Background: an optimization exercise with open tools, aiming at small area, a short achievable clock period and few clock cycles per item. Do not read the settings as production practice.
Where RTL was checked, it was by simulation tests only, not by an equivalence proof against the original.
No functional check of the RTL was part of runs 2 to 4.
No activity file was given, so power comes from the tool's default toggle rates.

$ cat design/flow/design.v
package conv1d_pkg;
  localparam int ADDR_W   = 7;
  localparam int DATA_W   = 32;
  localparam int SAMPLE_W = 8;
  localparam int NUM_TAPS = 4;
  localparam int COUNT_W  = 7;
  localparam int SUM_W    = 18;
  localparam logic [7:0] REG_CTRL   = 8'h00;
  localparam logic [7:0] REG_STATUS = 8'h04;
  localparam logic [7:0] REG_TAPS   = 8'h08;
  localparam logic [7:0] REG_SRC    = 8'h0C;
  localparam logic [7:0] REG_DST    = 8'h10;
  localparam logic [7:0] REG_COUNT  = 8'h14;
endpackage
module conv1d_fa (
  input  logic a,
  input  logic b,
  input  logic c,
  output logic s,
  output logic co
);
  assign s  = a ^ b ^ c;
  assign co = (a & b) | (a & c) | (b & c);
endmodule
module conv1d_datapath (
  input  logic [3:0][3:0] x_i,
  input  logic [3:0][7:0] t_i,
  input  logic [2:0][17:4] f_n_i,
  output logic [2:0][17:0] r_n_o
);
  logic [3:0][3:0][7:0] pp;
  always_comb begin
    for (int k = 0; k < 4; k++) begin
      for (int i = 0; i < 4; i++) begin
        for (int j = 0; j < 8; j++) begin
          pp[k][i][j] = ~(x_i[k][i] & t_i[k][j]);
        end
      end
    end
  end
  logic s0, c0, s1, c1, s2, c2, s3, c3;
  logic s4, c4, s5, c5, s6, c6, s7, c7;
  logic s8, c8, s9, c9, s10, c10, s11, c11;
  logic s12, c12, s13, c13, s14, c14, s15, c15;
  logic s16, c16, s17, c17, s18, c18, s19, c19;
  logic s20, c20, s21, c21, s22, c22, s23, c23;
  logic s24, c24, s25, c25, s26, c26, s27, c27;
  logic s28, c28, s29, c29, s30, c30, s31, c31;
  logic s32, c32, s33, c33, s34, c34, s35, c35;
  logic s36, c36, s37, c37, s38, c38, s39, c39;
  logic s40, c40, s41, c41, s42, c42, s43, c43;
  logic s44, c44, s45, c45, s46, c46, s47, c47;
  logic s48, c48, s49, c49, s50, c50, s51, c51;
  logic s52, c52, s53, c53, s54, c54, s55, c55;
  logic s56, c56, s57, c57, s58, c58, s59, c59;
  logic s60, c60, s61, c61, s62, c62, s63, c63;
  logic s64, c64, s65, c65, s66, c66, s67, c67;
  logic s68, c68, s69, c69, s70, c70, s71, c71;
  logic s72, c72, s73, c73, s74, c74, s75, c75;
  logic s76, c76, s77, c77, s78, c78, s79, c79;
  logic s80, c80, s81, c81, s82, c82, s83, c83;
  logic s84, c84, s85, c85, s86, c86, s87, c87;
  logic s88, c88, s89, c89, s90, c90, s91, c91;
  logic s92, c92, s93, c93, s94, c94, s95, c95;
  logic s96, c96, s97, c97, s98, c98, s99, c99;
  logic s100, c100, s101, c101, s102, c102, s103, c103;
  logic s104, c104, s105, c105, s106, c106, s107, c107;
  logic s108, c108, s109, c109, s110, c110, s111, c111;
  logic s112, c112, s113, c113, s114, c114, s115, c115;
  logic s116, c116, s117, c117, s118, c118, s119, c119;
  logic s120, c120, s121, c121, s122, c122, s123, c123;
  conv1d_fa u_fa1 (.a(pp[0][0][3]), .b(pp[0][1][2]), .c(pp[0][2][1]), .s(s0), .co(c0));
  conv1d_fa u_fa2 (.a(pp[0][3][0]), .b(pp[1][0][3]), .c(pp[1][1][2]), .s(s1), .co(c1));
  conv1d_fa u_fa3 (.a(pp[0][0][4]), .b(pp[0][1][3]), .c(pp[0][2][2]), .s(s2), .co(c2));
  conv1d_fa u_fa4 (.a(pp[0][3][1]), .b(pp[1][0][4]), .c(pp[1][1][3]), .s(s3), .co(c3));
  conv1d_fa u_fa5 (.a(pp[1][2][2]), .b(pp[1][3][1]), .c(pp[2][0][4]), .s(s4), .co(c4));
  conv1d_fa u_fa6 (.a(pp[2][1][3]), .b(pp[2][2][2]), .c(pp[2][3][1]), .s(s5), .co(c5));
  conv1d_fa u_fa7 (.a(pp[0][0][5]), .b(pp[0][1][4]), .c(pp[0][2][3]), .s(s6), .co(c6));
  conv1d_fa u_fa8 (.a(pp[0][3][2]), .b(pp[1][0][5]), .c(pp[1][1][4]), .s(s7), .co(c7));
  conv1d_fa u_fa9 (.a(pp[1][2][3]), .b(pp[1][3][2]), .c(pp[2][0][5]), .s(s8), .co(c8));
  conv1d_fa u_fa10 (.a(pp[2][1][4]), .b(pp[2][2][3]), .c(pp[2][3][2]), .s(s9), .co(c9));
  conv1d_fa u_fa11 (.a(pp[3][0][5]), .b(pp[3][1][4]), .c(pp[3][2][3]), .s(s10), .co(c10));
  conv1d_fa u_fa12 (.a(pp[0][0][6]), .b(pp[0][1][5]), .c(pp[0][2][4]), .s(s11), .co(c11));
  conv1d_fa u_fa13 (.a(pp[0][3][3]), .b(pp[1][0][6]), .c(pp[1][1][5]), .s(s12), .co(c12));
  conv1d_fa u_fa14 (.a(pp[1][2][4]), .b(pp[1][3][3]), .c(pp[2][0][6]), .s(s13), .co(c13));
  conv1d_fa u_fa15 (.a(pp[2][1][5]), .b(pp[2][2][4]), .c(pp[2][3][3]), .s(s14), .co(c14));
  conv1d_fa u_fa16 (.a(pp[3][0][6]), .b(pp[3][1][5]), .c(pp[3][2][4]), .s(s15), .co(c15));
  conv1d_fa u_fa17 (.a(pp[3][3][3]), .b(f_n_i[0][6]), .c(f_n_i[1][6]), .s(s16), .co(c16));
  conv1d_fa u_fa18 (.a(pp[0][0][7]), .b(pp[0][1][6]), .c(pp[0][2][5]), .s(s17), .co(c17));
  conv1d_fa u_fa19 (.a(pp[0][3][4]), .b(pp[1][0][7]), .c(pp[1][1][6]), .s(s18), .co(c18));
  conv1d_fa u_fa20 (.a(pp[1][2][5]), .b(pp[1][3][4]), .c(pp[2][0][7]), .s(s19), .co(c19));
  conv1d_fa u_fa21 (.a(pp[2][1][6]), .b(pp[2][2][5]), .c(pp[2][3][4]), .s(s20), .co(c20));
  conv1d_fa u_fa22 (.a(pp[3][0][7]), .b(pp[3][1][6]), .c(pp[3][2][5]), .s(s21), .co(c21));
  conv1d_fa u_fa23 (.a(pp[3][3][4]), .b(f_n_i[0][7]), .c(f_n_i[1][7]), .s(s22), .co(c22));
  conv1d_fa u_fa24 (.a(pp[0][1][7]), .b(pp[0][2][6]), .c(pp[0][3][5]), .s(s23), .co(c23));
  conv1d_fa u_fa25 (.a(pp[1][1][7]), .b(pp[1][2][6]), .c(pp[1][3][5]), .s(s24), .co(c24));
  conv1d_fa u_fa26 (.a(pp[2][1][7]), .b(pp[2][2][6]), .c(pp[2][3][5]), .s(s25), .co(c25));
  conv1d_fa u_fa27 (.a(pp[3][1][7]), .b(pp[3][2][6]), .c(pp[3][3][5]), .s(s26), .co(c26));
  conv1d_fa u_fa28 (.a(pp[0][2][7]), .b(pp[0][3][6]), .c(pp[1][2][7]), .s(s27), .co(c27));
  conv1d_fa u_fa29 (.a(pp[0][0][2]), .b(pp[0][1][1]), .c(pp[0][2][0]), .s(s28), .co(c28));
  conv1d_fa u_fa30 (.a(pp[1][0][2]), .b(pp[1][1][1]), .c(pp[1][2][0]), .s(s29), .co(c29));
  conv1d_fa u_fa31 (.a(pp[1][2][1]), .b(pp[1][3][0]), .c(pp[2][0][3]), .s(s30), .co(c30));
  conv1d_fa u_fa32 (.a(pp[2][1][2]), .b(pp[2][2][1]), .c(pp[2][3][0]), .s(s31), .co(c31));
  conv1d_fa u_fa33 (.a(pp[3][0][3]), .b(pp[3][1][2]), .c(pp[3][2][1]), .s(s32), .co(c32));
  conv1d_fa u_fa34 (.a(pp[3][0][4]), .b(pp[3][1][3]), .c(pp[3][2][2]), .s(s33), .co(c33));
  conv1d_fa u_fa35 (.a(pp[3][3][1]), .b(f_n_i[0][4]), .c(f_n_i[1][4]), .s(s34), .co(c34));
  conv1d_fa u_fa36 (.a(f_n_i[2][4]), .b(c0), .c(c1), .s(s35), .co(c35));
  conv1d_fa u_fa37 (.a(s2), .b(s3), .c(s4), .s(s36), .co(c36));
  conv1d_fa u_fa38 (.a(pp[3][3][2]), .b(f_n_i[0][5]), .c(f_n_i[1][5]), .s(s37), .co(c37));
  conv1d_fa u_fa39 (.a(f_n_i[2][5]), .b(c2), .c(c3), .s(s38), .co(c38));
  conv1d_fa u_fa40 (.a(c4), .b(c5), .c(s6), .s(s39), .co(c39));
  conv1d_fa u_fa41 (.a(s7), .b(s8), .c(s9), .s(s40), .co(c40));
  conv1d_fa u_fa42 (.a(f_n_i[2][6]), .b(c6), .c(c7), .s(s41), .co(c41));
  conv1d_fa u_fa43 (.a(c8), .b(c9), .c(c10), .s(s42), .co(c42));
  conv1d_fa u_fa44 (.a(s11), .b(s12), .c(s13), .s(s43), .co(c43));
  conv1d_fa u_fa45 (.a(s14), .b(s15), .c(s16), .s(s44), .co(c44));
  conv1d_fa u_fa46 (.a(f_n_i[2][7]), .b(c11), .c(c12), .s(s45), .co(c45));
  conv1d_fa u_fa47 (.a(c13), .b(c14), .c(c15), .s(s46), .co(c46));
  conv1d_fa u_fa48 (.a(s17), .b(s18), .c(s19), .s(s47), .co(c47));
  conv1d_fa u_fa49 (.a(s20), .b(s21), .c(c16), .s(s48), .co(c48));
  conv1d_fa u_fa50 (.a(f_n_i[0][8]), .b(f_n_i[1][8]), .c(f_n_i[2][8]), .s(s49), .co(c49));
  conv1d_fa u_fa51 (.a(c17), .b(c18), .c(c19), .s(s50), .co(c50));
  conv1d_fa u_fa52 (.a(c20), .b(c21), .c(s23), .s(s51), .co(c51));
  conv1d_fa u_fa53 (.a(s24), .b(s25), .c(s26), .s(s52), .co(c52));
  conv1d_fa u_fa54 (.a(pp[1][3][6]), .b(pp[2][2][7]), .c(pp[2][3][6]), .s(s53), .co(c53));
  conv1d_fa u_fa55 (.a(pp[3][2][7]), .b(pp[3][3][6]), .c(f_n_i[0][9]), .s(s54), .co(c54));
  conv1d_fa u_fa56 (.a(f_n_i[1][9]), .b(f_n_i[2][9]), .c(c23), .s(s55), .co(c55));
  conv1d_fa u_fa57 (.a(c24), .b(c25), .c(c26), .s(s56), .co(c56));
  conv1d_fa u_fa58 (.a(pp[0][3][7]), .b(pp[1][3][7]), .c(pp[2][3][7]), .s(s57), .co(c57));
  conv1d_fa u_fa59 (.a(pp[3][3][7]), .b(f_n_i[0][10]), .c(f_n_i[1][10]), .s(s58), .co(c58));
  conv1d_fa u_fa60 (.a(pp[0][0][1]), .b(pp[0][1][0]), .c(pp[1][0][1]), .s(s59), .co(c59));
  conv1d_fa u_fa61 (.a(pp[2][0][2]), .b(pp[2][1][1]), .c(pp[2][2][0]), .s(s60), .co(c60));
  conv1d_fa u_fa62 (.a(pp[3][0][2]), .b(pp[3][1][1]), .c(pp[3][2][0]), .s(s61), .co(c61));
  conv1d_fa u_fa63 (.a(pp[3][3][0]), .b(c28), .c(c29), .s(s62), .co(c62));
  conv1d_fa u_fa64 (.a(s30), .b(s31), .c(s32), .s(s63), .co(c63));
  conv1d_fa u_fa65 (.a(c30), .b(c31), .c(c32), .s(s64), .co(c64));
  conv1d_fa u_fa66 (.a(s33), .b(s5), .c(s34), .s(s65), .co(c65));
  conv1d_fa u_fa67 (.a(c33), .b(s10), .c(c34), .s(s66), .co(c66));
  conv1d_fa u_fa68 (.a(s37), .b(c35), .c(c36), .s(s67), .co(c67));
  conv1d_fa u_fa69 (.a(s38), .b(s39), .c(s40), .s(s68), .co(c68));
  conv1d_fa u_fa70 (.a(c37), .b(c38), .c(c39), .s(s69), .co(c69));
  conv1d_fa u_fa71 (.a(c40), .b(s41), .c(s42), .s(s70), .co(c70));
  conv1d_fa u_fa72 (.a(s43), .b(s44), .c(1'b1), .s(s71), .co(c71));
  conv1d_fa u_fa73 (.a(s22), .b(c41), .c(c42), .s(s72), .co(c72));
  conv1d_fa u_fa74 (.a(c43), .b(s45), .c(s46), .s(s73), .co(c73));
  conv1d_fa u_fa75 (.a(s47), .b(c44), .c(s48), .s(s74), .co(c74));
  conv1d_fa u_fa76 (.a(c22), .b(s49), .c(c45), .s(s75), .co(c75));
  conv1d_fa u_fa77 (.a(c46), .b(c47), .c(s50), .s(s76), .co(c76));
  conv1d_fa u_fa78 (.a(s51), .b(s52), .c(c48), .s(s77), .co(c77));
  conv1d_fa u_fa79 (.a(s53), .b(s27), .c(c49), .s(s78), .co(c78));
  conv1d_fa u_fa80 (.a(s54), .b(c50), .c(c51), .s(s79), .co(c79));
  conv1d_fa u_fa81 (.a(c52), .b(s55), .c(s56), .s(s80), .co(c80));
  conv1d_fa u_fa82 (.a(f_n_i[2][10]), .b(c53), .c(c27), .s(s81), .co(c81));
  conv1d_fa u_fa83 (.a(s57), .b(c54), .c(s58), .s(s82), .co(c82));
  conv1d_fa u_fa84 (.a(c55), .b(c56), .c(1'b1), .s(s83), .co(c83));
  conv1d_fa u_fa85 (.a(f_n_i[0][11]), .b(f_n_i[1][11]), .c(f_n_i[2][11]), .s(s84), .co(c84));
  conv1d_fa u_fa86 (.a(pp[1][1][0]), .b(pp[2][0][1]), .c(pp[2][1][0]), .s(s85), .co(c85));
  conv1d_fa u_fa87 (.a(c59), .b(s60), .c(s61), .s(s86), .co(c86));
  conv1d_fa u_fa88 (.a(c60), .b(c61), .c(s0), .s(s87), .co(c87));
  conv1d_fa u_fa89 (.a(s1), .b(s62), .c(s63), .s(s88), .co(c88));
  conv1d_fa u_fa90 (.a(c62), .b(c63), .c(s64), .s(s89), .co(c89));
  conv1d_fa u_fa91 (.a(s35), .b(s36), .c(s65), .s(s90), .co(c90));
  conv1d_fa u_fa92 (.a(c64), .b(c65), .c(s66), .s(s91), .co(c91));
  conv1d_fa u_fa93 (.a(s67), .b(s68), .c(1'b1), .s(s92), .co(c92));
  conv1d_fa u_fa94 (.a(c66), .b(c67), .c(c68), .s(s93), .co(c93));
  conv1d_fa u_fa95 (.a(s69), .b(s70), .c(s71), .s(s94), .co(c94));
  conv1d_fa u_fa96 (.a(c69), .b(c70), .c(s72), .s(s95), .co(c95));
  conv1d_fa u_fa97 (.a(s73), .b(c71), .c(s74), .s(s96), .co(c96));
  conv1d_fa u_fa98 (.a(c72), .b(c73), .c(s75), .s(s97), .co(c97));
  conv1d_fa u_fa99 (.a(s76), .b(c74), .c(s77), .s(s98), .co(c98));
  conv1d_fa u_fa100 (.a(s78), .b(c75), .c(c76), .s(s99), .co(c99));
  conv1d_fa u_fa101 (.a(s79), .b(s80), .c(c77), .s(s100), .co(c100));
  conv1d_fa u_fa102 (.a(s81), .b(c78), .c(s82), .s(s101), .co(c101));
  conv1d_fa u_fa103 (.a(c79), .b(c80), .c(s83), .s(s102), .co(c102));
  conv1d_fa u_fa104 (.a(c57), .b(c58), .c(s84), .s(s103), .co(c103));
  conv1d_fa u_fa105 (.a(c81), .b(c82), .c(c83), .s(s104), .co(c104));
  conv1d_fa u_fa106 (.a(f_n_i[0][12]), .b(f_n_i[1][12]), .c(f_n_i[2][12]), .s(s105), .co(c105));
  conv1d_fa u_fa107 (.a(pp[0][0][0]), .b(pp[1][0][0]), .c(pp[2][0][0]), .s(s106), .co(c106));
  conv1d_fa u_fa108 (.a(pp[3][0][1]), .b(pp[3][1][0]), .c(s85), .s(s107), .co(c107));
  conv1d_fa u_fa109 (.a(c85), .b(s28), .c(s29), .s(s108), .co(c108));
  conv1d_fa u_fa110 (.a(c86), .b(s87), .c(s88), .s(s109), .co(c109));
  conv1d_fa u_fa111 (.a(c87), .b(c88), .c(s89), .s(s110), .co(c110));
  conv1d_fa u_fa112 (.a(c89), .b(c90), .c(s91), .s(s111), .co(c111));
  conv1d_fa u_fa113 (.a(c91), .b(c92), .c(s93), .s(s112), .co(c112));
  conv1d_fa u_fa114 (.a(c93), .b(s95), .c(c94), .s(s113), .co(c113));
  conv1d_fa u_fa115 (.a(c95), .b(s97), .c(c96), .s(s114), .co(c114));
  conv1d_fa u_fa116 (.a(c97), .b(s99), .c(c98), .s(s115), .co(c115));
  conv1d_fa u_fa117 (.a(c99), .b(s101), .c(s102), .s(s116), .co(c116));
  conv1d_fa u_fa118 (.a(s103), .b(c101), .c(c102), .s(s117), .co(c117));
  conv1d_fa u_fa119 (.a(c84), .b(s105), .c(c103), .s(s118), .co(c118));
  conv1d_fa u_fa120 (.a(f_n_i[0][13]), .b(f_n_i[1][13]), .c(f_n_i[2][13]), .s(s119), .co(c119));
  conv1d_fa u_fa121 (.a(f_n_i[0][14]), .b(f_n_i[1][14]), .c(f_n_i[2][14]), .s(s120), .co(c120));
  conv1d_fa u_fa122 (.a(f_n_i[0][15]), .b(f_n_i[1][15]), .c(f_n_i[2][15]), .s(s121), .co(c121));
  conv1d_fa u_fa123 (.a(f_n_i[0][16]), .b(f_n_i[1][16]), .c(f_n_i[2][16]), .s(s122), .co(c122));
  conv1d_fa u_fa124 (.a(f_n_i[0][17]), .b(f_n_i[1][17]), .c(f_n_i[2][17]), .s(s123), .co(c123));
  assign r_n_o[0][0] = pp[3][0][0];
  assign r_n_o[1][0] = s106;
  assign r_n_o[2][0] = 1'b1;
  assign r_n_o[0][1] = c106;
  assign r_n_o[1][1] = s59;
  assign r_n_o[2][1] = s107;
  assign r_n_o[0][2] = c107;
  assign r_n_o[1][2] = s108;
  assign r_n_o[2][2] = s86;
  assign r_n_o[0][3] = c108;
  assign r_n_o[1][3] = s109;
  assign r_n_o[2][3] = 1'b1;
  assign r_n_o[0][4] = s90;
  assign r_n_o[1][4] = c109;
  assign r_n_o[2][4] = s110;
  assign r_n_o[0][5] = c110;
  assign r_n_o[1][5] = s92;
  assign r_n_o[2][5] = s111;
  assign r_n_o[0][6] = c111;
  assign r_n_o[1][6] = s94;
  assign r_n_o[2][6] = s112;
  assign r_n_o[0][7] = s96;
  assign r_n_o[1][7] = c112;
  assign r_n_o[2][7] = s113;
  assign r_n_o[0][8] = s98;
  assign r_n_o[1][8] = c113;
  assign r_n_o[2][8] = s114;
  assign r_n_o[0][9] = s100;
  assign r_n_o[1][9] = c114;
  assign r_n_o[2][9] = s115;
  assign r_n_o[0][10] = c100;
  assign r_n_o[1][10] = s116;
  assign r_n_o[2][10] = c115;
  assign r_n_o[0][11] = s104;
  assign r_n_o[1][11] = c116;
  assign r_n_o[2][11] = s117;
  assign r_n_o[0][12] = c104;
  assign r_n_o[1][12] = s118;
  assign r_n_o[2][12] = c117;
  assign r_n_o[0][13] = c105;
  assign r_n_o[1][13] = s119;
  assign r_n_o[2][13] = c118;
  assign r_n_o[0][14] = c119;
  assign r_n_o[1][14] = s120;
  assign r_n_o[2][14] = 1'b1;
  assign r_n_o[0][15] = c120;
  assign r_n_o[1][15] = s121;
  assign r_n_o[2][15] = 1'b1;
  assign r_n_o[0][16] = c121;
  assign r_n_o[1][16] = s122;
  assign r_n_o[2][16] = 1'b1;
  assign r_n_o[0][17] = c122;
  assign r_n_o[1][17] = s123;
  assign r_n_o[2][17] = 1'b1;
endmodule
`timescale 1ns/1ps
module conv1d_top (
  input  logic        clk,
  input  logic        rst_n,
  input  logic        psel_i,
  input  logic        penable_i,
  input  logic        pwrite_i,
  input  logic [7:0]  paddr_i,
  input  logic [31:0] pwdata_i,
  output logic [31:0] prdata_o,
  output logic        pready_o,
  output logic        pslverr_o,
  output logic        mem_req_o,
  output logic        mem_we_o,
  output logic [6:0]  mem_addr_o,
  output logic [31:0] mem_wdata_o,
  input  logic [31:0] mem_rdata_i,
  output logic        done_o
);
  localparam int SW = conv1d_pkg::SUM_W;
  logic sel_ctrl_q, sel_stat_q, sel_taps_q, sel_src_q, sel_dst_q, sel_cnt_q, bad_q;
  always_ff @(posedge clk) begin
    sel_ctrl_q <= (paddr_i == conv1d_pkg::REG_CTRL);
    sel_stat_q <= (paddr_i == conv1d_pkg::REG_STATUS);
    sel_taps_q <= (paddr_i == conv1d_pkg::REG_TAPS);
    sel_src_q  <= (paddr_i == conv1d_pkg::REG_SRC);
    sel_dst_q  <= (paddr_i == conv1d_pkg::REG_DST);
    sel_cnt_q  <= (paddr_i == conv1d_pkg::REG_COUNT);
    bad_q      <= !(paddr_i == conv1d_pkg::REG_CTRL  || paddr_i == conv1d_pkg::REG_STATUS ||
                    paddr_i == conv1d_pkg::REG_TAPS  || paddr_i == conv1d_pkg::REG_SRC ||
                    paddr_i == conv1d_pkg::REG_DST   || paddr_i == conv1d_pkg::REG_COUNT);
  end
  logic wr;
  assign wr        = psel_i & penable_i & pwrite_i;
  assign pready_o  = 1'b1;
  assign pslverr_o = bad_q;
  logic [31:0] taps_q;
  logic [6:0]  src_q, dst_q, cnt_q;
  always_ff @(posedge clk or posedge rst_n) begin
    if (rst_n) begin
      taps_q <= '0;
      src_q  <= '0;
      dst_q  <= '0;
      cnt_q  <= '0;
    end else begin
      if (wr && sel_taps_q) taps_q <= pwdata_i;
      if (wr && sel_src_q)  src_q  <= pwdata_i[6:0];
      if (wr && sel_dst_q)  dst_q  <= pwdata_i[6:0];
      if (wr && sel_cnt_q)  cnt_q  <= pwdata_i[6:0];
    end
  end
  logic       run_q;      
  logic       done_q;
  logic       req_q, we_q;
  logic       ph_q;       
  logic [1:0] fs_q;       
  logic [6:0] wl_q;       
  logic [6:0] rdp_q, wrp_q;
  logic       rv_q;       
  logic start, setup_start, idle;
  logic spec_q;           
  assign start       = wr & sel_ctrl_q & pwdata_i[0] & ~run_q;
  assign setup_start = psel_i & ~penable_i & pwrite_i & (paddr_i == conv1d_pkg::REG_CTRL) &
                       pwdata_i[0] & ~run_q & (cnt_q != '0);
  assign idle        = ~run_q & ~spec_q;
  logic       rd_now, wr_now;
  logic [6:0] wl_d;
  assign rd_now = req_q & ~we_q;
  assign wr_now = req_q & we_q;
  assign wl_d   = wl_q - {6'd0, wr_now};
  logic nx_rd, nx_wr, last;
  always_comb begin
    nx_rd = 1'b0;
    nx_wr = 1'b0;
    last  = 1'b0;
    if (run_q || (start && spec_q)) begin
      if (!ph_q) begin
        nx_rd = fs_q[1] || (wl_d > ((fs_q == 2'd1) ? 7'd1 : 7'd2));
      end else if (fs_q == 2'd3) begin
        nx_rd = 1'b1;
      end else if (fs_q == 2'd0) begin
        nx_wr = 1'b1;
        last  = (wl_q == 7'd1);
      end
    end
  end
  always_ff @(posedge clk or posedge rst_n) begin
    if (rst_n) begin
      run_q  <= 1'b0;
      done_q <= 1'b0;
      req_q  <= 1'b0;
      spec_q <= 1'b0;
    end else begin
      spec_q <= setup_start;
      if (start) begin
        run_q  <= (cnt_q != '0);
        done_q <= (cnt_q == '0);
      end else if (last) begin
        run_q  <= 1'b0;
        done_q <= 1'b1;
      end
      req_q <= setup_start | (start & ~spec_q & (cnt_q != '0)) | nx_rd | nx_wr;
    end
  end
  logic ph_d;
  assign ph_d = idle ? 1'b0 : ~ph_q;
  always_ff @(posedge clk) ph_q <= ph_d;
  always_ff @(posedge clk) begin
    rv_q <= rd_now;
    if (idle) begin
      we_q  <= 1'b0;
      fs_q  <= 2'd3;
      wl_q  <= cnt_q;
      rdp_q <= src_q;
      wrp_q <= dst_q;
    end else begin
      we_q <= nx_wr;
      if (ph_q && fs_q != 2'd0) fs_q <= fs_q - 2'd1;
      wl_q <= wl_d;
      if (rd_now) rdp_q <= rdp_q + 7'd1;
      if (wr_now) wrp_q <= wrp_q + 7'd1;
    end
  end
  assign mem_req_o  = req_q;
  assign mem_we_o   = we_q;
  assign mem_addr_o = we_q ? wrp_q : rdp_q;
  logic [3:0][7:0] w_q;
  logic [3:0][7:0] w_src;
  always_comb begin
    for (int k = 0; k < 3; k++) w_src[k] = rv_q ? w_q[k+1] : w_q[k];
    w_src[3] = rv_q ? (ph_q ? {mem_rdata_i[3:0], mem_rdata_i[7:4]} : mem_rdata_i[7:0]) : w_q[3];
  end
  always_ff @(posedge clk) begin
    for (int k = 0; k < 4; k++) w_q[k] <= {w_src[k][3:0], w_src[k][7:4]};
  end
  logic [3:0][3:0] xn;
  always_comb begin
    for (int k = 0; k < 4; k++) xn[k] = w_q[k][3:0];
  end
  logic [2:0][SW-1:0]   r_n_q, r_n_d;
  logic [2:0][SW-1:4]   f_n;
  always_comb begin
    for (int r = 0; r < 3; r++) f_n[r] = r_n_q[r][SW-5:0] | {(SW-4){ph_q}};
  end
  conv1d_datapath u_dp (
    .x_i   (xn),
    .t_i   (taps_q),
    .f_n_i (f_n),
    .r_n_o (r_n_d)
  );
  always_ff @(posedge clk) r_n_q <= r_n_d;
  logic [SW-1:0] res_q;
  always_ff @(posedge clk) begin
    res_q <= ~(r_n_q[0] + r_n_q[1] + r_n_q[2] + SW'(2));
  end
  assign mem_wdata_o = {{(32-SW){1'b0}}, res_q};
  always_comb begin
    prdata_o = '0;
    prdata_o |= {32{sel_taps_q}} & taps_q;
    prdata_o[6:0] |= ({7{sel_src_q}} & src_q) | ({7{sel_dst_q}} & dst_q) | ({7{sel_cnt_q}} & cnt_q);
    prdata_o[1:0] |= {2{sel_stat_q}} & {done_q, run_q};
  end
  assign done_o = done_q;
endmodule
$ cat design/flow/flow/run.sh
#!/bin/bash
# Standard layout, with the smallest plain buffer on the ports.
set -euo pipefail
export BUFFER_PORTS_ARGS="-buffer_cell sky130_fd_sc_hd__buf_1"
bash standard.sh > standard.log 2>&1
$ cat design/flow/standard.sh
#!/bin/bash
# synth_recipe.tcl (not shown) runs the flow's synth.tcl, then flattens the netlist and writes it again
# the make line also repeats each setting of config.mk as NAME=value (left out here)
make -C /OpenROAD-flow-scripts/flow DESIGN_CONFIG=/design/flow/config.mk WORK_HOME=/design/flow/orfs CLKGATE_MAP_FILE= SYNTH_SCRIPT=/design/flow/synth_recipe.tcl "${@:-finish}"
$ cat design/flow/config.mk
export PLATFORM = sky130hd
export DESIGN_NAME = conv1d_top
export DESIGN_NICKNAME = conv1d_top
export VERILOG_FILES = /design/flow/design.v
export SDC_FILE = /design/flow/constraint.sdc
export NUM_CORES = 4
export LEC_CHECK = 0
export CAP_MARGIN = 20
export CORE_MARGIN = 2
export CORE_UTILIZATION = 70
export CTS_CLUSTER_DIAMETER = 150
export CTS_CLUSTER_SIZE = 60
export SETUP_SLACK_MARGIN = 4.85
export SLEW_MARGIN = 20
export SYNTH_HIERARCHICAL = 1
export SYNTH_MINIMUM_KEEP_SIZE = 0
$ cat design/flow/constraint.sdc
create_clock -name core_clock -period 8.0 [get_ports {clk}]
set_input_delay 1.6000 -clock core_clock [delete_from_list [all_inputs] [get_ports {clk}]]
set_output_delay 1.6000 -clock core_clock [all_outputs]
set_load 0.01 [all_outputs]
==> results of run 1 <==
[area by class of cell]
class / instances / area [um2] / share of cell area [%]
multi-input cells: 737 / 6790 / 53.8
well taps: 220 / 275 / 2.18
clock inverters: 15 / 158 / 1.25
clock buffers: 17 / 425 / 3.37
repair buffers: 123 / 509 / 4.04
inverters: 18 / 67.6 / 0.536
flip-flops and latches: 194 / 4400 / 34.8
[logic make-up (layout without fill, tap and decap cells)]
logic type | after synthesis | count (layout) | synth area share (%)
other | 3 | 24 | 0.0949
DFF | 194 | 194 | 36.3
buffers and inverters | 129 | 173 | 7.32
and+or+nand+nor | 324 | 324 | 13.0
adders and majority gates | 170 | 170 | 26.9
muxes | 94 | 94 | 8.84
AOI/OAI and AO/OA | 94 | 94 | 5.26
xor gates and xnor gates | 31 | 31 | 2.29
[power by group]
part | switching [mW] | total (mW) | internal, mW | leakage (nW)
Sequential | 0.0341 | 1.08 | 1.04 | 1.94
Clock | 0.407 | 0.845 | 0.438 | 0.269
Combinational | 0.230 | 0.413 | 0.182 | 2.21
[synthesized netlist by cell type, drive strengths merged, types with 3 or more instances]
master / number / area share (%)
nand2: 160 / 5.1
fa: 141 / 24
dfxtp: 123 / 21
buf: 92 / 6.1
mux2: 86 / 8.2
dfrtp: 57 / 12
nor2: 47 / 1.5
or2: 44 / 2.3
a21oi: 39 / 1.6
ha: 29 / 3.1
and2: 26 / 1.4
xnor2: 20 / 1.5
clkbuf: 19 / 0.60
inv: 18 / 0.57
edfxtp: 14 / 3.5
a22oi: 12 / 0.76
xor2: 11 / 0.81
nand3: 10 / 0.42
a21o: 8 / 0.51
mux2i: 8 / 0.68
o21ai: 8 / 0.34
and3: 7 / 0.39
nor3: 6 / 0.35
a211oi: 5 / 0.36
nor2b: 4 / 0.21
nor3b: 4 / 0.35
nor4: 4 / 0.21
o211ai: 4 / 0.25
conb: 3 / 0.095
nand4: 3 / 0.16
[how the worst max path moves through the flow]
stage / cells past startpoint / start / slack [ns] / endpoint
final: 3 / sel_dst_q / 4.89 / prdata_o[1]
after global routing: 6 / taps_q[15] / 4.85 / r_n_q[28]
after CTS: 3 / sel_src_q / 4.86 / prdata_o[1]
after detailed placement: 6 / ph_q / 4.43 / r_n_q[44]
after global placement: 6 / ph_q / 4.48 / r_n_q[44]
after floorplan: 9 / ph_q / 4.85 / r_n_q[44]
[stage by stage]
| step | util (%) | setup WS, ns |
|---|---|---|
| after CTS | 75.5 | 4.86 |
| final | 76.1 | 4.89 |
| after detailed placement | 71.6 | 4.43 |
| after global routing | 76.1 | 4.85 |
| after floorplan | - | 4.85 |
| after global placement | 71.6 | 4.48 |
[per-module statistics from Yosys, one instance, submodules excluded]
module	area, um2	cells inside	flops+latches	times used
conv1d_datapath	1070	199	0	1
conv1d_fa	20.0	1	0	124
conv1d_top	8310	716	194	1
[worst reg2reg max path: stages, from the launching register on]
cell,delay (ns)
sky130_fd_sc_hd__dfxtp_2,0.50
sky130_fd_sc_hd__nand2_1,0.13
sky130_fd_sc_hd__fa_1,0.49
sky130_fd_sc_hd__fa_2,0.58
sky130_fd_sc_hd__fa_1,0.44
sky130_fd_sc_hd__fa_1,0.40
sky130_fd_sc_hd__fa_1,0.43
[routing by layer]
metal	up-vias	GRT usage (%)	share of wire, %	routed length, um
met2	323	47.0	47	11900
met1	3801	41.3	43	10700
met3	40	7.79	8.0	2010
met5	-	0	0	0
li1	3446	-	-	-
met4	0	8.77	2.1	535
[repair_timing]
item                                    in CTS  in global routing
pin swaps                                    0                  5
setup buffers                                0                  6
endpoints found under the hold margin        0                  0
endpoints found under the setup margin      51                 14
resized for setup                           33                 28
[registers in the layout, summed over array words and instances, names as in the netlist, 2 cells and up]
| name | flops |
|---|---|
| dst_q | 7 |
| wrp_q | 7 |
| src_q | 7 |
| w_q | 32 |
| r_n_q | 54 |
| taps_q | 32 |
| wl_q | 7 |
| rdp_q | 7 |
| fs_q | 2 |
| res_q | 18 |
| cnt_q | 7 |
==> flow_metrics.py, run 1 <==
metrics = {
    "run_status": {
        "status": "timing/DRC/antenna clean",
    },
    "worst_setup_path": {
        "cp.buffers_inverters": 1,
        "cp_top_family": "flip-flops",
        "timing.reg2reg.setup_slack_ns": 4.91,
        "cp.arrival_ns": 1.51,
        "timing.critical_path.cells": "a222oi_1 > nand2_1 > buf_1",
        "r2r-start": "w_q[26]",
        "end_of_the_worst_register_to_register_path": "r_n_q[45]",
        "path_class": "reg2out",
        "timing.critical_path.fanout_max": 8,
        "cpMaxStageDelayCell": "sky130_fd_sc_hd__dfxtp_1",
        "cp-end-kind": "output pin",
        "slowest_delay_ns": 0.43,
        "cp-start-kind": "register",
        "critPathRequiredTime_ns": 6.40,
        "reg2regPathDepth": 6,
    },
    "global_routing": {
        "grt-ovfl-total": 0,
        "gr-usage-all-layers_pct": 29.8,
        "pin_count_of_the_biggest_net_entering_global_routing": 58,
        "grt_pass1_wl_um": 40600,
        "grt_antenna_before_repair": 1,
        "first_global_vias": 7811,
    },
    "cells_and_area": {
        "antennaDiodeCount": 0,
        "finalNetCount": 1338,
        "layout-area-overhead-vs-synth_pct": 6.37,
        "drive_above_1_share_pct": 21.0,
        "finish.instance_area_um2": 12600,
        "finalNonFillerCells": 1324,
        "nFillCells": 1155,
        "mostFrequentLayoutCells": "sky130_fd_sc_hd__nand2_1 (160), sky130_fd_sc_hd__fa_1 (134), sky130_fd_sc_hd__buf_1 (113)",
        "layout_commonest_cell": "sky130_fd_sc_hd__nand2_1",
    },
    "placement": {
        "place.detailed.instances": 1286,
        "cell_area_after_placement_um2": 11900,
        "gp_routability_congestion": 0.876,
        "hpwlAfterDp_um": 18800,
        "io_buffer_count": 113,
    },
    "routing": {
        "detail_route.vias_per_cell": 5.75,
        "detailed_route_iter0_violations": 618,
        "routed_wirelength_um": 25100,
        "per_cell_routed_wire_length_um": 19.0,
        "ant_nets": 0,
        "remaining_drc_errors": 0,
        "dr_total_vias": 7610,
        "dr.pass1.iters": 7,
    },
    "clocking": {
        "cts.clk_slew.worst_paths_ns": 0.07,
        "holdBufCountCts": 0,
        "clk_root_buffer_cell": "sky130_fd_sc_hd__clkbuf_16",
        "insertion_delay_to_the_later_sink_of_the_worst_skew_pair_ns": 0.44,
        "clkSinkCount": 194,
        "clock_tree.buffer_depth": 2,
        "cts-buffers-inserted": 17,
        "cts_tree": "built",
        "clock_tree.htree_level_count": 4,
    },
    "sta": {
        "timing.max_slew.rel_slack_pct": 46.2,
        "finalWorstPathRequiredPeriod_ns": 3.11,
        "timing.setup.tns_ns": 0,
        "timing_hold_violations_final": 0,
        "worst_clock_skew_ns": 0.0114,
        "hold_slack_ns": 0.465,
        "worst_margin_slew_ns": 0.806,
        "achievable-frequency_mhz": 322,
        "rsz_0062_raised_after_global_routing": "no",
        "setup_viol": 0,
        "final_max_slew_viol_count": 0,
        "finalCritPeriodShare_pct": 38.9,
    },
    "floorplanning": {
        "die_w_um": 134,
        "floorplan.initialDensity_pct": 71.5,
        "std_cell_rows": 47,
        "chipHeight_um": 134,
        "design.core.area_um2": 16600,
        "ioPinCount": 153,
        "die_footprint_um2": 18000,
    },
    "run": {
        "drv.max_cap_violation_count": 0,
    },
    "pwr": {
        "power-per-cell-area_nw_per_um2": 185,
        "finalPower_mw": 2.34,
        "power_leakage_nw": 4.42,
        "ir_drop_uv": 167,
    },
    "hold_path": {
        "hold_path.class": "reg2reg",
        "holdPathStages": 1,
        "worst_hold_path.endpoint": "w_q[1]",
        "hold_startpoint": "w_q[5]",
    },
    "synthesis": {
        "synth-edff-count": 14,
        "synthDistinctLibCells": 60,
        "synth.avg_cell_area_um2": 11.4,
        "syn_area_um2": 11900,
        "synth.ff_latch_count": 194,
        "async_flop_share_pct": 29.4,
        "synth_seq_area_share_pct": 36.3,
        "yosys_most_used_dff": "sky130_fd_sc_hd__dfxtp_1",
        "ys_warn_count": 8,
        "syn-instance-count": 1039,
    },
}
Testbench counts, summed over its fixed seeds: cycles 5,000, items 1,988.
==> run 2: changes to the inputs <==
--- a/design/flow/design.v
+++ b/design/flow/design.v
@@ -367,8 +367,8 @@
       we_q <= nx_wr;
       if (ph_q && fs_q != 2'd0) fs_q <= fs_q - 2'd1;
       wl_q <= wl_d;
-      if (rd_now) rdp_q <= rdp_q + 7'd1;
-      if (wr_now) wrp_q <= wrp_q + 7'd1;
+      if (rd_now) rdp_q <= mem_addr_o + 7'd1;
+      if (wr_now) wrp_q <= mem_addr_o + 7'd1;
     end
   end
   assign mem_req_o  = req_q;
--- a/design/flow/config.mk
+++ b/design/flow/config.mk
@@ -8,8 +8,6 @@
 export CAP_MARGIN = 20
 export CORE_MARGIN = 2
 export CORE_UTILIZATION = 70
-export CTS_CLUSTER_DIAMETER = 150
-export CTS_CLUSTER_SIZE = 60
 export SETUP_SLACK_MARGIN = 4.85
 export SLEW_MARGIN = 20
 export SYNTH_HIERARCHICAL = 1
==> run 2 against run 1 <==
Critical path depth is 4 higher. Largest cell class unchanged. Still clean. Global-route usage is 0.97 points lower. Critical path type is now reg2reg. First-iteration DRC count fell by 17%.
==> flow_metrics.py, run 2 <==
metrics = {
    "pwr": {
        "power-per-cell-area_nw_per_um2": 212,
        "power_leakage_nw": 4.60,
        "pwr-share-seq_pct": 42.7,
        "power_frac_comb_pct": 26.6,
        "share_clk_of_total_power_pct": 30.7,
        "p_int_mw": 1.86,
        "sw_share_pct": 30.8,
        "ir_drop_uv": 155,
        "power.switching_mw": 0.826,
    },
    "floorplanning": {
        "std_cell_rows": 47,
        "chipHeight_um": 134,
        "die_footprint_um2": 17900,
        "design.core.area_um2": 16500,
        "floorplan.initialDensity_pct": 71.3,
        "ioPinCount": 153,
        "die_w_um": 134,
    },
    "routing": {
        "detail_route.vias_per_cell": 5.62,
        "per_cell_routed_wire_length_um": 18.6,
        "routed_wirelength_um": 24700,
        "ant_nets": 0,
        "detailed_route_iter0_violations": 510,
        "remaining_drc_errors": 0,
        "dr.pass1.iters": 5,
        "dr_total_vias": 7459,
    },
    "synthesis": {
        "synthTopCellsByCount": "sky130_fd_sc_hd__nand2_1 (177), sky130_fd_sc_hd__fa_1 (141), sky130_fd_sc_hd__dfxtp_1 (123)",
        "synth_largest_type_area_fraction_pct": 24.0,
        "synth_most_common_cell": "sky130_fd_sc_hd__nand2_1",
        "synth_seq_area_share_pct": 36.6,
        "netlist_top_cells_area": "sky130_fd_sc_hd__fa_1 (24%), sky130_fd_sc_hd__dfxtp_1 (21%), sky130_fd_sc_hd__dfrtp_1 (12%)",
        "synth_top_area_cell": "sky130_fd_sc_hd__fa_1",
        "ys_warn_count": 8,
        "synthDistinctLibCells": 51,
        "async_flop_share_pct": 29.4,
        "yosys_most_used_dff": "sky130_fd_sc_hd__dfxtp_1",
        "syn-instance-count": 1034,
        "syn_area_um2": 11800,
        "synth.ff_latch_count": 194,
        "synth.avg_cell_area_um2": 11.4,
        "synth-edff-count": 14,
    },
    "global_routing": {
        "grt_antenna_before_repair": 0,
        "pin_count_of_the_biggest_net_entering_global_routing": 58,
        "first_global_vias": 7610,
        "grt_pass1_wl_um": 39100,
        "grt-ovfl-total": 0,
        "gr-usage-all-layers_pct": 28.8,
    },
    "clocking": {
        "clk_root_buffer_cell": "sky130_fd_sc_hd__clkbuf_16",
        "insertion_delay_to_the_later_sink_of_the_worst_skew_pair_ns": 0.43,
        "clock_tree.htree_level_count": 4,
        "clock_tree.buffer_depth": 2,
        "clkSinkCount": 194,
        "cts_tree": "built",
        "cts-buffers-inserted": 17,
        "cts.clk_slew.worst_paths_ns": 0.07,
    },
    "sta": {
        "finalWorstPathRequiredPeriod_ns": 3.17,
        "timing.final.ws_setup_ns": 4.83,
        "timing.setup.tns_ns": 0,
        "finalCritPeriodShare_pct": 39.7,
        "achievable-frequency_mhz": 315,
        "timing.max_slew.rel_slack_pct": 50.3,
        "timing_hold_violations_final": 0,
        "setup_viol": 0,
        "final_max_slew_viol_count": 0,
        "rsz_0062_raised_after_global_routing": "yes",
        "worst_margin_slew_ns": 0.745,
        "worst_clock_skew_ns": 0.00898,
    },
    "placement": {
        "place_ws_ns": 4.47,
        "hpwlAfterDp_um": 18100,
        "gp_routability_congestion": 0.865,
        "io_buffer_count": 113,
    },
    "run": {
        "drv.max_cap_violation_count": 0,
    },
    "worst_setup_path": {
        "cp-end-kind": "register",
        "timing.critical_path.fanout_max": 5,
        "cp-start-kind": "register",
        "cp.arrival_ns": 3.48,
        "path_class": "reg2reg",
        "timing.reg2reg.setup_slack_ns": 4.83,
        "critPathRequiredTime_ns": 8.31,
    },
    "hold_path": {
        "hold_path.class": "reg2reg",
    },
    "cells_and_area": {
        "layout-area-overhead-vs-synth_pct": 7.42,
        "number_of_flip_flops_in_the_largest_register": 54,
        "reg.largest.list": "r_n_q: 54 flops, taps_q: 32 flops, w_q: 32 flops",
        "layout_commonest_cell": "sky130_fd_sc_hd__nand2_1",
        "nFillCells": 1149,
        "antennaDiodeCount": 0,
        "final-seq-area_um2": 4390,
        "finalNetCount": 1341,
        "drive_above_1_share_pct": 21.4,
        "multi_input_comb_area_um2": 6700,
        "mostFrequentLayoutCells": "sky130_fd_sc_hd__nand2_1 (177), sky130_fd_sc_hd__fa_1 (133), sky130_fd_sc_hd__buf_1 (113)",
        "top_register": "r_n_q",
    },
    "run_status": {
        "status": "timing/DRC/antenna clean",
    },
}
[run 2: metrics by stage]
stage | total power [mW] | hold slack (ns) | utilization (%) | instance area, um2 | std cells
3_3_place_gp | 1.85 | 0.437 | 71.4 | 11800 | 1281
2_1_floorplan | 1.78 | 0.434 | - | 11900 | 1055
6_report | 2.68 | 0.449 | 76.6 | 12700 | 1328
3_5_place_dp | 1.88 | 0.443 | 71.4 | 11800 | 1281
5_1_grt | 2.84 | 0.476 | 76.6 | 12700 | 1328
4_1_cts | 2.69 | 0.450 | 75.4 | 12500 | 1315
[run 2: routing by layer]
| layer | track usage (%) | part of all wire, % | up-vias | routed length [um] |
|---|---|---|---|---|
| met2 | 45.6 | 47 | 252 | 11600 |
| met3 | 5.63 | 5.8 | 39 | 1440 |
| met1 | 41.4 | 45 | 3749 | 11200 |
| met5 | 0 | 0 | - | 0 |
| li1 | - | - | 3419 | - |
| met4 | 7.62 | 1.7 | 0 | 417 |
[run 2: path summary, 6_finish.rpt]
path                             start         end  cells past startpoint
worst min register to register  w_q[7]      w_q[3]                      1
worst max-delay path              ph_q   r_n_q[45]                      7
worst max register to register    ph_q   r_n_q[45]                      7
worst min-delay path            w_q[7]      w_q[3]                      1
min in group asynchronous        rst_n  taps_q[14]                      3
max in group asynchronous        rst_n   taps_q[5]                      3
[run 2: power groups by stage]
stage / Combinational [mW] / Sequential (mW) / Clock [mW]
global placement: 0.688 / 1.17 / 0
detailed placement: 0.707 / 1.17 / 0
global route: 0.808 / 1.16 / 0.872
finish: 0.714 / 1.15 / 0.823
CTS: 0.712 / 1.15 / 0.832
floorplan: 0.607 / 1.17 / 0
[run 2: layout make-up]
class	instances	area share (%)
Multi-Input combinational cell	728	52.9
Sequential cell	194	34.7
Tap cell	220	2.17
Timing Repair Buffer	133	5.11
Inverter	21	0.623
Clock buffer	23	3.95
Clock inverter	9	0.534
[run 2: Yosys stat by module, one instance, submodules excluded]
module           cell area (um2)  cells inside
conv1d_fa                   20.0             1
conv1d_datapath             1070           199
conv1d_top                  8230           711
[run 2: repair_timing]
item / 4_1_cts / 5_1_grt
endpoints found under the hold margin: 0 / 0
endpoints found under the setup margin: 51 / 16
hold buffers: 0 / 0
buffers inserted: 1 / 11
pin swaps: 0 / 3
gates resized for setup: 31 / 34
cloned: 1 / 2
[run 2: worst max-delay path, cell delays in order, from the launching register on]
cell	delay, ns
sky130_fd_sc_hd__dfxtp_4	0.36
sky130_fd_sc_hd__buf_12	0.14
sky130_fd_sc_hd__buf_4	0.13
sky130_fd_sc_hd__or2_2	0.30
sky130_fd_sc_hd__fa_1	0.50
sky130_fd_sc_hd__fa_1	0.54
sky130_fd_sc_hd__fa_1	0.63
sky130_fd_sc_hd__fa_1	0.46
[run 2: cells by family after synthesis]
family | after synthesis | share of synthesized area (%)
multiplexers | 92 | 8.68
buffers and inverters | 133 | 7.53
flip-flops | 194 | 36.6
AND/OR/NAND/NOR | 325 | 12.9
other | 3 | 0.0955
adder cells (fa/ha/maj) | 169 | 26.9
AO/OA/AOI/OAI | 90 | 5.24
XOR/XNOR | 28 | 2.08
==> run 3: changes to the inputs <==
--- a/design/flow/design.v
+++ b/design/flow/design.v
@@ -280,6 +280,15 @@
                     paddr_i == conv1d_pkg::REG_TAPS  || paddr_i == conv1d_pkg::REG_SRC ||
                     paddr_i == conv1d_pkg::REG_DST   || paddr_i == conv1d_pkg::REG_COUNT);
   end
+  logic [6:0] rb_q;
+  always_ff @(posedge clk) begin
+    case (paddr_i)
+      conv1d_pkg::REG_SRC:   rb_q <= src_q;
+      conv1d_pkg::REG_DST:   rb_q <= dst_q;
+      conv1d_pkg::REG_COUNT: rb_q <= cnt_q;
+      default:               rb_q <= '0;
+    endcase
+  end
   logic wr;
   assign wr        = psel_i & penable_i & pwrite_i;
   assign pready_o  = 1'b1;
@@ -305,7 +314,7 @@
   logic       ph_q;       
   logic [1:0] fs_q;       
   logic [6:0] wl_q;       
-  logic [6:0] rdp_q, wrp_q;
+  logic [6:0] rdp_q, wrp_q, rdp_d, wrp_d, addr_q;
   logic       rv_q;       
   logic start, setup_start, idle;
   logic spec_q;           
@@ -361,19 +370,22 @@
       we_q  <= 1'b0;
       fs_q  <= 2'd3;
       wl_q  <= cnt_q;
-      rdp_q <= src_q;
-      wrp_q <= dst_q;
     end else begin
       we_q <= nx_wr;
       if (ph_q && fs_q != 2'd0) fs_q <= fs_q - 2'd1;
       wl_q <= wl_d;
-      if (rd_now) rdp_q <= mem_addr_o + 7'd1;
-      if (wr_now) wrp_q <= mem_addr_o + 7'd1;
     end
   end
+  assign rdp_d = idle ? src_q : rdp_q + {6'd0, rd_now};
+  assign wrp_d = idle ? dst_q : wrp_q + {6'd0, wr_now};
+  always_ff @(posedge clk) begin
+    rdp_q  <= rdp_d;
+    wrp_q  <= wrp_d;
+    addr_q <= nx_wr ? wrp_d : rdp_d;
+  end
   assign mem_req_o  = req_q;
   assign mem_we_o   = we_q;
-  assign mem_addr_o = we_q ? wrp_q : rdp_q;
+  assign mem_addr_o = addr_q;
   logic [3:0][7:0] w_q;
   logic [3:0][7:0] w_src;
   always_comb begin
@@ -407,7 +419,7 @@
   always_comb begin
     prdata_o = '0;
     prdata_o |= {32{sel_taps_q}} & taps_q;
-    prdata_o[6:0] |= ({7{sel_src_q}} & src_q) | ({7{sel_dst_q}} & dst_q) | ({7{sel_cnt_q}} & cnt_q);
+    prdata_o[6:0] |= rb_q;
     prdata_o[1:0] |= {2{sel_stat_q}} & {done_q, run_q};
   end
   assign done_o = done_q;
--- a/design/flow/config.mk
+++ b/design/flow/config.mk
@@ -7,8 +7,8 @@
 export LEC_CHECK = 0
 export CAP_MARGIN = 20
 export CORE_MARGIN = 2
-export CORE_UTILIZATION = 70
-export SETUP_SLACK_MARGIN = 4.85
+export CORE_UTILIZATION = 40
+export SETUP_SLACK_MARGIN = 5.0
 export SLEW_MARGIN = 20
 export SYNTH_HIERARCHICAL = 1
 export SYNTH_MINIMUM_KEEP_SIZE = 0
==> run 3 against run 2 <==
Still clean on timing, DRC and antenna. Global-route usage decreased by 11 points. Final cell count increased by 17%. Non-clock buffer count increased by 27. First-iteration DRC count decreased by 26%. Sequential power increased by 5%.
==> flow_metrics.py, run 3 <==
metrics = {
    "worst_setup_path": {
        "path_class": "reg2reg",
        "timing.critical_path.fanout_max": 3,
        "critPathRequiredTime_ns": 8.47,
        "cp_top_family": "adder cells",
        "timing.critical_path.cells": "buf_12 > or2_4 > fa_2 > fa_2 > fa_2 > fa_2 > fa_2",
        "cp-start-kind": "register",
        "cp.buffers_inverters": 1,
        "cp.arrival_ns": 3.61,
        "cp-end-kind": "register",
        "slowest_delay_ns": 0.57,
        "cpMaxStageDelayCell": "sky130_fd_sc_hd__fa_2",
        "critical-path-top-cell-by-count": "sky130_fd_sc_hd__fa_2",
    },
    "run": {
        "drv.max_cap_violation_count": 0,
    },
    "sta": {
        "rsz_0062_raised_after_global_routing": "yes",
        "achievable-frequency_mhz": 318,
        "worst_clock_skew_ns": 0.0132,
        "worst_margin_slew_ns": 0.774,
        "final_max_slew_viol_count": 0,
        "setup_viol": 0,
        "timing.max_slew.rel_slack_pct": 48.4,
        "timing.setup.tns_ns": 0,
        "finalCritPeriodShare_pct": 39.3,
        "finalWorstPathRequiredPeriod_ns": 3.14,
        "timing_hold_violations_final": 0,
    },
    "global_routing": {
        "gr-usage-all-layers_pct": 18.0,
        "first_global_vias": 8014,
        "globalRouteMet3Util_pct": 3.35,
        "pin_count_of_the_biggest_net_entering_global_routing": 58,
        "grt_antenna_before_repair": 0,
        "grt-ovfl-total": 0,
        "grt_most_used_layer": "met2",
        "grt_use_met1_pct": 22.9,
        "globalRouteMet2Util_pct": 31.2,
        "grt_pass1_wl_um": 43600,
    },
    "synthesis": {
        "syn_area_um2": 12000,
        "synthDistinctLibCells": 61,
        "synth_largest_type_area_fraction_pct": 25.2,
        "yosys_most_used_dff": "sky130_fd_sc_hd__dfxtp_1",
        "ys_warn_count": 8,
        "async_flop_share_pct": 27.4,
        "synth.ff_latch_count": 208,
        "synth-edff-count": 0,
        "syn-instance-count": 1050,
        "synthTopCellsByCount": "sky130_fd_sc_hd__nand2_1 (181), sky130_fd_sc_hd__dfxtp_1 (151), sky130_fd_sc_hd__fa_1 (141)",
        "synth_most_common_cell": "sky130_fd_sc_hd__nand2_1",
        "synth_top_area_cell": "sky130_fd_sc_hd__dfxtp_1",
        "synth_seq_area_share_pct": 37.1,
        "synth.avg_cell_area_um2": 11.4,
        "netlist_top_cells_area": "sky130_fd_sc_hd__dfxtp_1 (25%), sky130_fd_sc_hd__fa_1 (24%), sky130_fd_sc_hd__dfrtp_1 (12%)",
    },
    "cells_and_area": {
        "finish.utilization_pct": 47.6,
        "mostFrequentLayoutCells": "sky130_fd_sc_hd__nand2_1 (175), sky130_fd_sc_hd__dfxtp_1 (133), sky130_fd_sc_hd__fa_1 (100)",
        "finalNetCount": 1397,
        "antennaDiodeCount": 0,
        "layout-area-overhead-vs-synth_pct": 17.4,
        "reg.largest.list": "r_n_q: 54 flops, taps_q: 32 flops, w_q: 32 flops",
        "top_register": "r_n_q",
        "finish.instance_area_um2": 14100,
        "number_of_flip_flops_in_the_largest_register": 54,
        "drive_above_1_share_pct": 32.3,
        "layout_commonest_cell": "sky130_fd_sc_hd__nand2_1",
    },
    "pwr": {
        "sw_share_pct": 28.4,
        "p_int_mw": 2.20,
        "power_frac_comb_pct": 23.0,
        "power.switching_mw": 0.872,
        "pwr-share-seq_pct": 39.2,
        "power-per-cell-area_nw_per_um2": 218,
        "share_clk_of_total_power_pct": 37.8,
        "ir_drop_uv": 150,
        "power_leakage_nw": 5.16,
    },
    "routing": {
        "remaining_drc_errors": 0,
        "dr_total_vias": 7502,
        "detail_route.vias_per_cell": 4.82,
        "dr.pass1.iters": 5,
        "routed_wirelength_um": 27700,
        "per_cell_routed_wire_length_um": 17.8,
        "ant_nets": 0,
        "detailed_route_iter0_violations": 378,
    },
    "clocking": {
        "clock_tree.buffer_depth": 3,
        "clock_tree.htree_level_count": 1,
        "clk_root_buffer_cell": "sky130_fd_sc_hd__clkbuf_16",
        "clkSinkCount": 208,
        "insertion_delay_to_the_later_sink_of_the_worst_skew_pair_ns": 0.53,
        "cts_tree": "built",
        "cts-buffers-inserted": 23,
        "cts.clk_slew.worst_paths_ns": 0.06,
    },
    "hold_path": {
        "hold_path.class": "reg2reg",
    },
    "run_status": {
        "status": "timing/DRC/antenna clean",
    },
    "floorplanning": {
        "design.core.area_um2": 29600,
        "chipHeight_um": 177,
        "die_w_um": 177,
        "floorplan.initialDensity_pct": 40.6,
        "ioPinCount": 153,
        "die_footprint_um2": 31400,
        "std_cell_rows": 63,
    },
    "placement": {
        "gp_routability_congestion": 0.855,
        "cell_area_after_placement_um2": 12300,
        "io_buffer_count": 113,
        "hpwlAfterDp_um": 20300,
    },
}
[run 3: final timing paths]
check | from | endpoint | slack (ns) | depth (start not counted)
max | ph_q | r_n_q[43] | 4.86 | 7
min | we_q | rv_q | 0.44 | 1
max reg2reg | ph_q | r_n_q[43] | 4.86 | 7
min reg2reg | we_q | rv_q | 0.44 | 1
max in group asynchronous | rst_n | taps_q[31] | 6.16 | 3
min in group asynchronous | rst_n | taps_q[16] | 1.25 | 3
[run 3: final cells by class]
class                           count  area (um2)
Clock buffer                       35         692
Clock inverter                      7         153
Fill cell                        2651       15500
Inverter                           23        86.3
Multi-Input combinational cell    732        6940
Sequential cell                   208        4550
Tap cell                          390         488
Timing Repair Buffer              160        1170
[run 3: timing repair]
item,in CTS,in global routing
pin swaps,30,36
setup buffers,29,8
gates resized for setup,144,58
endpoints found under the setup margin,47,45
endpoints found under the hold margin,0,0
hold buffers,0,0
gates cloned,3,1
[run 3: worst register-to-register path: cells and delay by family, from the launching register on]
| kind | cells | cell delay (ns) |
|---|---|---|
| simple gates | 1 | 0.23 |
| buf+inv | 1 | 0.12 |
| fa+ha+maj | 5 | 2.38 |
| flops | 1 | 0.35 |
[run 3: stage by stage]
| step | setup WS [ns] | power [mW] | cells | hold slack [ns] |
|---|---|---|---|---|
| 2_1_floorplan | 4.85 | 1.83 | 1071 | 0.434 |
| 3_3_place_gp | 4.55 | 1.92 | 1472 | 0.438 |
| 3_5_place_dp | 4.51 | 1.93 | 1472 | 0.442 |
| 4_1_cts | 4.87 | 3.11 | 1546 | 0.448 |
| 5_1_grt | 4.82 | 3.26 | 1555 | 0.471 |
| 6_report | 4.86 | 3.07 | 1555 | 0.443 |
[run 3: power groups by stage]
| stage | registers [mW] | clock network [mW] | logic (mW) |
|---|---|---|---|
| after global routing | 1.22 | 1.23 | 0.812 |
| final | 1.21 | 1.16 | 0.707 |
| after CTS | 1.21 | 1.19 | 0.712 |
| after detailed placement | 1.23 | 0 | 0.699 |
| after floorplan | 1.23 | 0 | 0.594 |
| after global placement | 1.23 | 0 | 0.686 |
[run 3: kinds of logic after synthesis]
group	after synthesis	share of synthesized area, %
flip-flops	208	37.1
AND/OR/NAND/NOR	326	13.0
adder cells (fa/ha/maj)	172	26.8
AO/OA/AOI/OAI	85	4.73
XOR/XNOR	33	2.41
buffers and inverters	131	7.33
other	3	0.0939
multiplexers	92	8.56
[run 3: Yosys stat by module, one instance, submodules excluded]
module / copies in the design / flip-flops and latches
conv1d_top: 1 / 208
conv1d_datapath: 1 / 0
conv1d_fa: 124 / 0
[run 3: routing by layer]
metal  vias up  part of all wire [%]
met2       169                    49
met3        39                   5.1
li1       3530                     -
met1      3764                    43
met4         0                   2.6
met5         -                     0
==> run 4: changes to the inputs <==
--- a/design/flow/config.mk
+++ b/design/flow/config.mk
@@ -8,7 +8,7 @@
 export CAP_MARGIN = 20
 export CORE_MARGIN = 2
 export CORE_UTILIZATION = 40
-export SETUP_SLACK_MARGIN = 5.0
+export SETUP_SLACK_MARGIN = 4.8
 export SLEW_MARGIN = 20
 export SYNTH_HIERARCHICAL = 1
 export SYNTH_MINIMUM_KEEP_SIZE = 0
==> run 4 against run 3 <==
Worst setup slack got worse by 0.019 ns. Sequential cell count did not move. Largest cell class unchanged. Non-clock buffer count fell by 33. Clock power fell by 9%. Sequential power barely moved. Final cell count fell by 2.1%. Synthesized cell count did not move. Routed wire length fell by 4.8%. Still clean. Synthesized area did not move. Combinational power fell by 3%. Via count fell by 0.84%. Global-route usage fell by 0.61 points. Critical path type unchanged.
==> flow_metrics.py, run 4 <==
metrics = {
    "pwr": {
        "finalPower_mw": 2.96,
        "pwr-share-seq_pct": 40.9,
        "power.switching_mw": 0.857,
        "sw_share_pct": 28.9,
        "power_leakage_nw": 4.71,
        "power_frac_comb_pct": 23.3,
        "power-per-cell-area_nw_per_um2": 224,
        "ir_drop_uv": 163,
        "share_clk_of_total_power_pct": 35.9,
        "p_int_mw": 2.10,
    },
    "synthesis": {
        "synth_seq_area_share_pct": 37.1,
        "synth_most_common_cell": "sky130_fd_sc_hd__nand2_1",
        "synth-edff-count": 0,
        "synthTopCellsByCount": "sky130_fd_sc_hd__nand2_1 (181), sky130_fd_sc_hd__dfxtp_1 (151), sky130_fd_sc_hd__fa_1 (141)",
        "synth_top_area_cell": "sky130_fd_sc_hd__dfxtp_1",
        "synth.avg_cell_area_um2": 11.4,
        "netlist_top_cells_area": "sky130_fd_sc_hd__dfxtp_1 (25%), sky130_fd_sc_hd__fa_1 (24%), sky130_fd_sc_hd__dfrtp_1 (12%)",
        "synthDistinctLibCells": 61,
        "yosys_most_used_dff": "sky130_fd_sc_hd__dfxtp_1",
        "syn_area_um2": 12000,
        "synth_largest_type_area_fraction_pct": 25.2,
        "ys_warn_count": 8,
        "synth.ff_latch_count": 208,
        "syn-instance-count": 1050,
        "async_flop_share_pct": 27.4,
    },
    "routing": {
        "dr_total_vias": 7439,
        "dr.pass1.iters": 5,
        "detail_route.vias_per_cell": 4.88,
        "detailed_route_iter0_violations": 326,
        "routed_wirelength_um": 26300,
        "per_cell_routed_wire_length_um": 17.3,
        "ant_nets": 0,
        "remaining_drc_errors": 0,
    },
    "floorplanning": {
        "die_footprint_um2": 31400,
        "die_w_um": 177,
        "std_cell_rows": 63,
        "floorplan.initialDensity_pct": 40.6,
        "chipHeight_um": 177,
        "design.core.area_um2": 29600,
        "ioPinCount": 153,
    },
    "placement": {
        "hpwlAfterDp_um": 20700,
        "cell_area_after_placement_um2": 12200,
        "gp_routability_congestion": 0.850,
        "io_buffer_count": 113,
    },
    "worst_setup_path": {
        "critPathRequiredTime_ns": 8.39,
        "cp-end-kind": "register",
        "path_class": "reg2reg",
        "cp.arrival_ns": 3.55,
        "timing.critical_path.fanout_max": 4,
        "r2r-start": "ph_q",
        "cp-start-kind": "register",
        "setup.worst_path.start": "ph_q",
    },
    "sta": {
        "timing.max_slew.rel_slack_pct": 49.0,
        "finalCritPeriodShare_pct": 39.5,
        "setup_viol": 0,
        "timing_hold_violations_final": 0,
        "timing.setup.tns_ns": 0,
        "finalWorstPathRequiredPeriod_ns": 3.16,
        "achievable-frequency_mhz": 317,
        "worst_margin_slew_ns": 0.764,
        "worst_clock_skew_ns": 0.0179,
        "final_max_slew_viol_count": 0,
        "rsz_0062_raised_after_global_routing": "yes",
    },
    "clocking": {
        "clk_root_buffer_cell": "sky130_fd_sc_hd__clkbuf_16",
        "clock_tree.htree_level_count": 1,
        "cts_tree": "built",
        "cts.clk_slew.worst_paths_ns": 0.06,
        "clock_tree.buffer_depth": 3,
        "cts-buffers-inserted": 24,
        "clkSinkCount": 208,
        "insertion_delay_to_the_later_sink_of_the_worst_skew_pair_ns": 0.53,
    },
    "cells_and_area": {
        "mostFrequentLayoutCells": "sky130_fd_sc_hd__nand2_1 (181), sky130_fd_sc_hd__dfxtp_1 (134), sky130_fd_sc_hd__fa_1 (133)",
        "multi_input_comb_area_um2": 6780,
        "antennaDiodeCount": 0,
        "top_register": "r_n_q",
        "finish.instance_area_um2": 13200,
        "number_of_flip_flops_in_the_largest_register": 54,
        "finalNetCount": 1365,
        "final-seq-area_um2": 4510,
        "nFillCells": 2796,
        "reg.largest.list": "r_n_q: 54 flops, taps_q: 32 flops, w_q: 32 flops",
        "layout-area-overhead-vs-synth_pct": 10.5,
        "drive_above_1_share_pct": 21.0,
        "layout_commonest_cell": "sky130_fd_sc_hd__nand2_1",
    },
    "global_routing": {
        "first_global_vias": 7845,
        "grt_pass1_wl_um": 42300,
        "grt_antenna_before_repair": 0,
        "pin_count_of_the_biggest_net_entering_global_routing": 58,
        "gr-usage-all-layers_pct": 17.4,
        "grt-ovfl-total": 0,
    },
    "hold_path": {
        "hold_path.class": "reg2reg",
        "hold_startpoint": "w_q[6]",
    },
    "run": {
        "drv.max_cap_violation_count": 0,
    },
    "run_status": {
        "status": "timing/DRC/antenna clean",
    },
}
## run 4: what timing repair did
item	in CTS	in global routing
resized for setup	24	34
gates cloned	2	0
setup buffers	5	1
hold buffers	0	0
setup endpoints to repair	25	11
pin swaps	6	12
## run 4: stage by stage
step,hold WS (ns),worst slack (ns),instances,utilization (%)
2_1_floorplan,0.434,4.82,1071,-
3_3_place_gp,0.440,4.16,1472,41.4
3_5_place_dp,0.446,4.08,1472,41.4
4_1_cts,0.460,4.76,1522,44.6
5_1_grt,0.479,4.79,1523,44.8
6_report,0.455,4.84,1523,44.8
## run 4: power by group through the flow
stage               Combinational (mW)  Sequential [mW]  Clock [mW]
CTS                              0.697             1.21        1.10
finish                           0.689             1.21        1.06
floorplan                        0.592             1.23           0
global route                     0.796             1.22        1.14
detailed placement               0.693             1.23           0
global placement                 0.681             1.23           0
## run 4: layout make-up
cell class	instances	area share, %
flip-flops and latches	208	34.0
inverters	23	0.652
clock inverters	6	0.633
clock buffers	37	5.28
repair buffers	127	4.59
well taps	390	3.68
multi-input cells	732	51.1
## run 4: per-layer routing
layer / wire length (um) / up-vias / share of wire, % / global-route usage [%]
met3: 1540 / 33 / 5.9 / 3.82
met1: 11500 / 3766 / 44 / 22.2
met2: 12900 / 179 / 49 / 30.1
li1: - / 3461 / - / -
met4: 455 / 0 / 1.7 / 3.93
met5: 0 / - / 0 / 0
## run 4: cells by family (layout without fill, tap and decap cells)
family / Yosys count / count (layout) / share of synthesized area [%]
simple gates: 326 / 326 / 13.0
flops: 208 / 208 / 37.1
fa+ha+maj: 172 / 172 / 26.8
buf+inv: 131 / 193 / 7.33
mux: 92 / 92 / 8.56
compound gates: 85 / 85 / 4.73
xor+xnor: 33 / 33 / 2.41
other cells: 3 / 24 / 0.0939
## run 4: critical path: stages (launching register included)
cell	delay [ns]
sky130_fd_sc_hd__dfxtp_4	0.36
sky130_fd_sc_hd__buf_12	0.12
sky130_fd_sc_hd__or2_4	0.24
sky130_fd_sc_hd__fa_2	0.48
sky130_fd_sc_hd__fa_2	0.56
sky130_fd_sc_hd__fa_2	0.44
sky130_fd_sc_hd__fa_2	0.37
sky130_fd_sc_hd__fa_1	0.44
## run 4: final timing paths
kind / endpoint / slack [ns] / cells past startpoint
setup / recovery: r_n_q[43] / 4.84 / 7
hold / removal: w_q[2] / 0.45 / 1
setup reg to reg: r_n_q[43] / 4.84 / 7
hold reg to reg: w_q[2] / 0.45 / 1
max in group asynchronous: taps_q[31] / 6.17 / 3
min in group asynchronous: taps_q[18] / 1.26 / 3
## run 4: modules after synthesis, one instance, submodules excluded
| module | flops+latches | area (um2) | cells | copies in the design |
|---|---|---|---|---|
| conv1d_fa | 0 | 20.0 | 1 | 124 |
| conv1d_top | 208 | 8440 | 727 | 1 |
| conv1d_datapath | 0 | 1070 | 199 | 1 |

port drivers added, routing unchanged:
In the flow no input, the clock included, has a driving cell. The finished layouts below were timed again as built, in two steps.
Step 1 assumes that a clkbuf_16 drives the clock port and a buf_2 every other input.
Step 2 also shifts input and output timing later by t, the mid clock arrival at the registers, as if the neighbouring blocks saw the same clock.
a / b / c = no drivers / after step 1 / after step 2; a / b = the first two.
run | t, ns | setup WS [ns] | hold slack, ns | latest minus earliest clock arrival (ns) | slew at the worst register clock pin (ns)
run 1 | 0.482 | 4.892 / 4.845 / 4.906 | 0.465 / 0.465 / 0.465 | 0.011 / 0.011 | 0.08 / 0.08
run 2 | 0.472 | 4.827 / 4.827 / 4.827 | 0.449 / 0.449 / 0.449 | 0.011 / 0.010 | 0.07 / 0.07
run 3 | 0.573 | 4.860 / 4.851 / 4.641 | 0.443 / 0.443 / 0.443 | 0.013 / 0.013 | 0.06 / 0.06
run 4 | 0.577 | 4.840 / 4.807 / 4.642 | 0.455 / 0.455 / 0.455 | 0.018 / 0.018 | 0.06 / 0.06
After both steps every run listed still meets setup and hold. The setup slack of run 3, which loses most, moves by -0.009 ns with the drivers and by -0.219 ns with both steps.
